What follows belongs to an exercise in optimizing a design on an open flow for small area; a production flow would make more cautious choices.
Only simulation tests tie the RTL to the original design; equivalence was not proved.

$ cat flow/config.mk
export PLATFORM = sky130hd
export DESIGN_NAME = fos_tdm_sched
export DESIGN_NICKNAME = fos_tdm_sched
export VERILOG_FILES = /design/flow/design.v
export SDC_FILE = /design/flow/constraint.sdc
export NUM_CORES = 4
export LEC_CHECK = 0
export CAP_MARGIN = 20
export CORE_MARGIN = 2
export CORE_UTILIZATION = 40
export SLEW_MARGIN = 20
$ cat flow/design.v
module fos_tdm_sched #(
    parameter int NCH = 4,
    parameter int DW  = 32,
    parameter int CW  = 11,
    localparam int CHW = $clog2(NCH)
) (
    input  logic              clk,
    input  logic              reset,
    input  logic [NCH-1:0]    in_valid,
    input  logic [NCH*DW-1:0] in_data,
    output logic [NCH-1:0]    in_ready,
    output logic              out_valid,
    output logic [DW-1:0]     out_data,
    output logic [CHW-1:0]    out_ch,
    input  logic              out_ready,
    input  logic              cfg_we,
    input  logic              cfg_clr,
    input  logic [CHW-1:0]    cfg_ch,
    input  logic [CW-1:0]     cfg_a1,
    input  logic [CW-1:0]     cfg_b1
);
    logic [CW-1:0]  a1_q    [NCH];
    logic [CW-1:0]  b1_q    [NCH];
    logic [DW-1:0]  xprev_q [NCH];
    logic [DW-1:0]  yprev_q [NCH];
    logic [CHW-1:0] rr_q, rr_d;
    logic           out_valid_q, out_valid_d;
    logic [DW-1:0]  out_data_q, out_data_d;
    logic [CHW-1:0] out_ch_q, out_ch_d;
    logic           slot_free;
    logic           grant_found;
    logic [CHW-1:0] grant_idx;
    logic [CHW-1:0] idx;
    logic           accept;
    logic [DW-1:0]  x;
    logic [DW-1:0]  y;
    assign slot_free = !out_valid_q || out_ready;
    always_comb begin
        grant_found = 1'b0;
        grant_idx   = '0;
        idx         = '0;
        for (int i = 0; i < NCH; i++) begin
            idx = rr_q + CHW'(i);
            if (!grant_found && in_valid[idx]) begin
                grant_found = 1'b1;
                grant_idx   = idx;
            end
        end
    end
    assign accept   = reset && slot_free && grant_found;
    assign in_ready = accept ? ({{(NCH-1){1'b0}}, 1'b1} << grant_idx) : '0;
    always_comb begin
        x = in_data[int'(grant_idx)*DW +: DW];
        y = x
          + DW'(b1_q[grant_idx]) * xprev_q[grant_idx]
          + DW'(a1_q[grant_idx]) * yprev_q[grant_idx];
    end
    always_comb begin
        rr_d        = rr_q;
        out_valid_d = out_valid_q;
        out_data_d  = out_data_q;
        out_ch_d    = out_ch_q;
        if (accept) begin
            rr_d        = grant_idx + CHW'(1);
            out_valid_d = 1'b1;
            out_data_d  = y;
            out_ch_d    = grant_idx;
        end else if (out_ready) begin
            out_valid_d = 1'b0;
        end
    end
    always_ff @(posedge clk) begin
        if (!reset) begin
            rr_q        <= '0;
            out_valid_q <= 1'b0;
            out_data_q  <= '0;
            out_ch_q    <= '0;
            for (int k = 0; k < NCH; k++) begin
                a1_q[k]    <= '0;
                b1_q[k]    <= '0;
                xprev_q[k] <= '0;
                yprev_q[k] <= '0;
            end
        end else begin
            rr_q        <= rr_d;
            out_valid_q <= out_valid_d;
            out_data_q  <= out_data_d;
            out_ch_q    <= out_ch_d;
            if (accept) begin
                xprev_q[grant_idx] <= x;
                yprev_q[grant_idx] <= y;
            end
            if (cfg_clr) begin
                xprev_q[cfg_ch] <= '0;
                yprev_q[cfg_ch] <= '0;
            end
            if (cfg_we) begin
                a1_q[cfg_ch] <= cfg_a1;
                b1_q[cfg_ch] <= cfg_b1;
            end
        end
    end
    assign out_valid = out_valid_q;
    assign out_data  = out_data_q;
    assign out_ch    = out_ch_q;
endmodule
$ cat flow/constraint.sdc
create_clock -name core_clock -period 11.0 [get_ports {clk}]
set_input_delay 2.2000 -clock core_clock [delete_from_list [all_inputs] [get_ports {clk}]]
set_output_delay 2.2000 -clock core_clock [all_outputs]
set_load 0.01 [all_outputs]
$ cat flow/run.sh
#!/bin/bash
# synth_recipe.tcl (not shown) runs the flow's synth.tcl, then flattens the netlist and writes it again
# the make line also repeats each setting of config.mk as NAME=value (left out here)
make -C /OpenROAD-flow-scripts/flow DESIGN_CONFIG=/design/flow/config.mk WORK_HOME=/design/flow/orfs CLKGATE_MAP_FILE= SYNTH_SCRIPT=/design/flow/synth_recipe.tcl finish
==> summary.txt <==
[stage by stage]
step / area (sq um) / hold WS (ns)
after global routing: 44500 / 0.471
after CTS: 44400 / 0.452
after global placement: 42900 / 0.438
after floorplan: 35800 / 0.431
after detailed placement: 42900 / 0.445
final: 44500 / 0.452
[sequential cells by signal (all words and copies together), names as in the netlist]
register / cells
xprev_q: 128
yprev_q: 128
a1_q: 44
b1_q: 44
out_data_q: 32
out_ch_q: 2
rr_q: 2
out_valid_q: 1
[worst reg2reg max path: cells and delay by family, from the launching register on]
| kind | cells | cell delay, ns |
|---|---|---|
| AO/OA/AOI/OAI | 9 | 2.11 |
| XOR/XNOR | 1 | 0.20 |
| adder cells (fa/ha/maj) | 8 | 3.82 |
| buffers and inverters | 9 | 1.05 |
| flip-flops | 1 | 0.66 |
| AND/OR/NAND/NOR | 6 | 1.14 |
[routing by layer]
layer	track usage (%)	up-vias
met2	48.8	1269
met3	3.62	243
met1	37.1	15900
met4	10.8	0
met5	0	-
li1	-	14400
[cells in the mapped netlist (all sizes together), types with 36 or more instances]
library cell / instances / area share (%)
fa: 523 / 29
and3: 51 / 0.89
nand4: 54 / 0.95
clkbuf: 195 / 2.0
buf: 75 / 1.0
dfxtp: 293 / 16
inv: 543 / 5.7
xnor2: 43 / 1.1
a22oi: 36 / 0.85
and2: 64 / 1.1
nand2: 812 / 8.6
ha: 86 / 3.0
a31oi: 66 / 1.2
a21oi: 268 / 3.8
nand3: 212 / 3.0
mux2i: 108 / 3.0
nor2: 418 / 4.4
edfxtp: 88 / 7.4
[area by class of cell]
class                           count  area (sq um)  share of cell area (%)
Clock buffer                       64          1310                    2.95
Clock inverter                     17           183                   0.411
Inverter                          544          2050                    4.62
Multi-Input combinational cell   3018         24300                    54.7
Sequential cell                   381          8510                    19.1
Tap cell                         1165          1460                    3.28
Timing Repair Buffer              720          6620                    14.9
[timing repair]
action / 4_1_cts / 5_1_grt
endpoints found under the hold margin: 0 / 0
resized for setup: 3 / 15
setup endpoints to repair: 10 / 53
pin swaps: 1 / 5
[worst paths after layout]
path | start | end | cells after the start | slack (ns)
setup / recovery | in_valid[0] | yprev_q[1][24] | 36 | 0.24
hold / removal | yprev_q[3][1] | yprev_q[3][1] | 2 | 0.45
setup reg to reg | rr_q[1] | yprev_q[1][24] | 33 | 1.93
hold reg to reg | yprev_q[3][1] | yprev_q[3][1] | 2 | 0.45
[cell families after synthesis]
logic type	after synthesis	share of synthesized area, %
simple gates	1685	20.2
buf+inv	814	8.81
xor+xnor	62	1.81
mux	118	3.36
fa+ha+maj	609	32.3
flops	381	23.8
compound gates	544	9.64
==> metrics.md <==
| Metric | Value |
|---|---|
| FILL cells | 8461 |
| Residual DRC | 0 |
| Mapped cell area | 0.0357 sq mm |
| Yosys reg bits | 381 |
| Clock sink count | 381 |
| Seq/Total Area, Yosys | 23.8% |
| DP Cell Count | 5828 |
| Syn Area/Cell | 8.48 sq um |
| # nets final | approximately 5500 |
| Core region area | around 0.088 sq mm |
| DRT met1 WL | 52300 um |
| CP endpoint kind | register |
| CTS Root Cell | clkbuf_16 |
| Skew final | 0.0189 ns |
| Synthesis Warnings | 1 |
| Via count | 31800 |
| Largest net degree at the start of global routing | 80 |
| Crit path buf inv count | 11 |
| Clk Latency, worst-skew pair | 0.60 ns |
| Status | no timing/DRC/antenna violations |
| Final period utilization | 97.8% |
| Starting DRT DRC Count | 2886 |
| Antenna Cells | 0 |
| Crit Path Max Fanout | 33 |
| Post-Syn Instances | 4213 |
| Max-cap violations | 0 |
| Final hold vios | 0 |
| Antenna violations before repair | 3 |
| Core Util, Final | 50.3% |
| Tot GR Track Use | ~29% |
| Slowest CP cell | or4b_4 |
| Total gr overflow | 0 |
| HP Class | register to register |
| DIE HEIGHT | 303 um |
| First-pass GRT wire length | 197000 um |
| I/O pins | 200 |
| Port bufs | roughly 200 |
| Cell family with most CP delay | adder cells |
| Worst endpoint required time | 11.52 ns |
| Setup bufs post-CTS | 0 |
| Top Metal Used | met4 |
| Chip width | 303 um |
| Setup TNS | 0 ns |
| Met2 routed WL | 62900 um |
| Ys async rst share | 0% |
| Full die area | 0.0917 sq mm |
| Slew headroom | about 25% |
| Final setup viols | 0 |
| Hold buffer count at cts | 0 |
| Routed WL | 129000 um |
| Most common cell after layout, fill and taps aside | nand2_1 |
| Unique masters post-synth | 73 |
| EDFF count, synth | around 90 |
| Deepest clock path buffer count | 3 |
| Synth-to-Final Area Change | 24.5% |
| Post-route worst setup slack | 0.241 ns |
| Reg clk slew, reported paths | 0.06 ns |
| Most frequent cells in the layout | nand2_1 (809), inv_1 (541), fa_1 (523) |
| Wire per inst | 21.9 um |
| Row count | 109 |
| Synthesized net count | 4983 |
| CP dominant cell by count | fa_1 |
| Htree depth | 2 |
| Worst Max-Slew Pin Slew | 1.12 ns |
| Worst slack at placement | -0.650 ns |
| Final min period | 10.76 ns |
| Layout cells sized above 1 | 14.3% |
| CTS tree | yes |
| Final Wtd Congestion | 0.973 |
| Dominant synthesized flop cell | dfxtp_1 |
| Fmax | between 90 and 100 MHz |
| Vias in the first global route | 32400 |
| Crit Path Category | input port to register |
| Routed met3 length | 8490 um |
| Post-DP HPWL | 104000 um |
| Max stage delay on crit path | roughly 0.55 ns |
| First-pass DRT Iterations | 8 |
| Antenna viol nets, final | 0 |
| Initial Utilization | ~40% |
| CP startpoint kind | input port |
| Post-DR vias/cell | 5.38 |
| Max Slew Vio Count | 0 |
| Final cell count without fillers | between 5000 and 6000 |
| Total CTS buffers | 44 |
| Crit path arrival time | ~11 ns |

[what the ideal ports hide]
How much do the figures lean on ideal ports? The routed layout below was timed once more, with nothing changed but the port constraints. Step 1, drivers: a clkbuf_16 drives clk and a buf_2 each remaining input, both assumed. Step 2 moves the port delays by t, midway between the first and last clock arrival at a register: inputs arrive t later, outputs are due t later. That takes back most of the time a late clock gives input paths. Three values: ideal ports, drivers, drivers and shift; two values: the first two.
t, ns: 0.652
slack for setup (ns): 0.241 / 0.285 / -0.367
worst setup path at the end: input to register
worst data-port slew with drivers (ns): 0.09
cell pins on the clock port's net: 1
Met with ideal ports but missed after step 2: setup timing in this run. For this run, drivers alone change the setup slack by +0.044 ns; drivers and shift together by -0.608 ns.
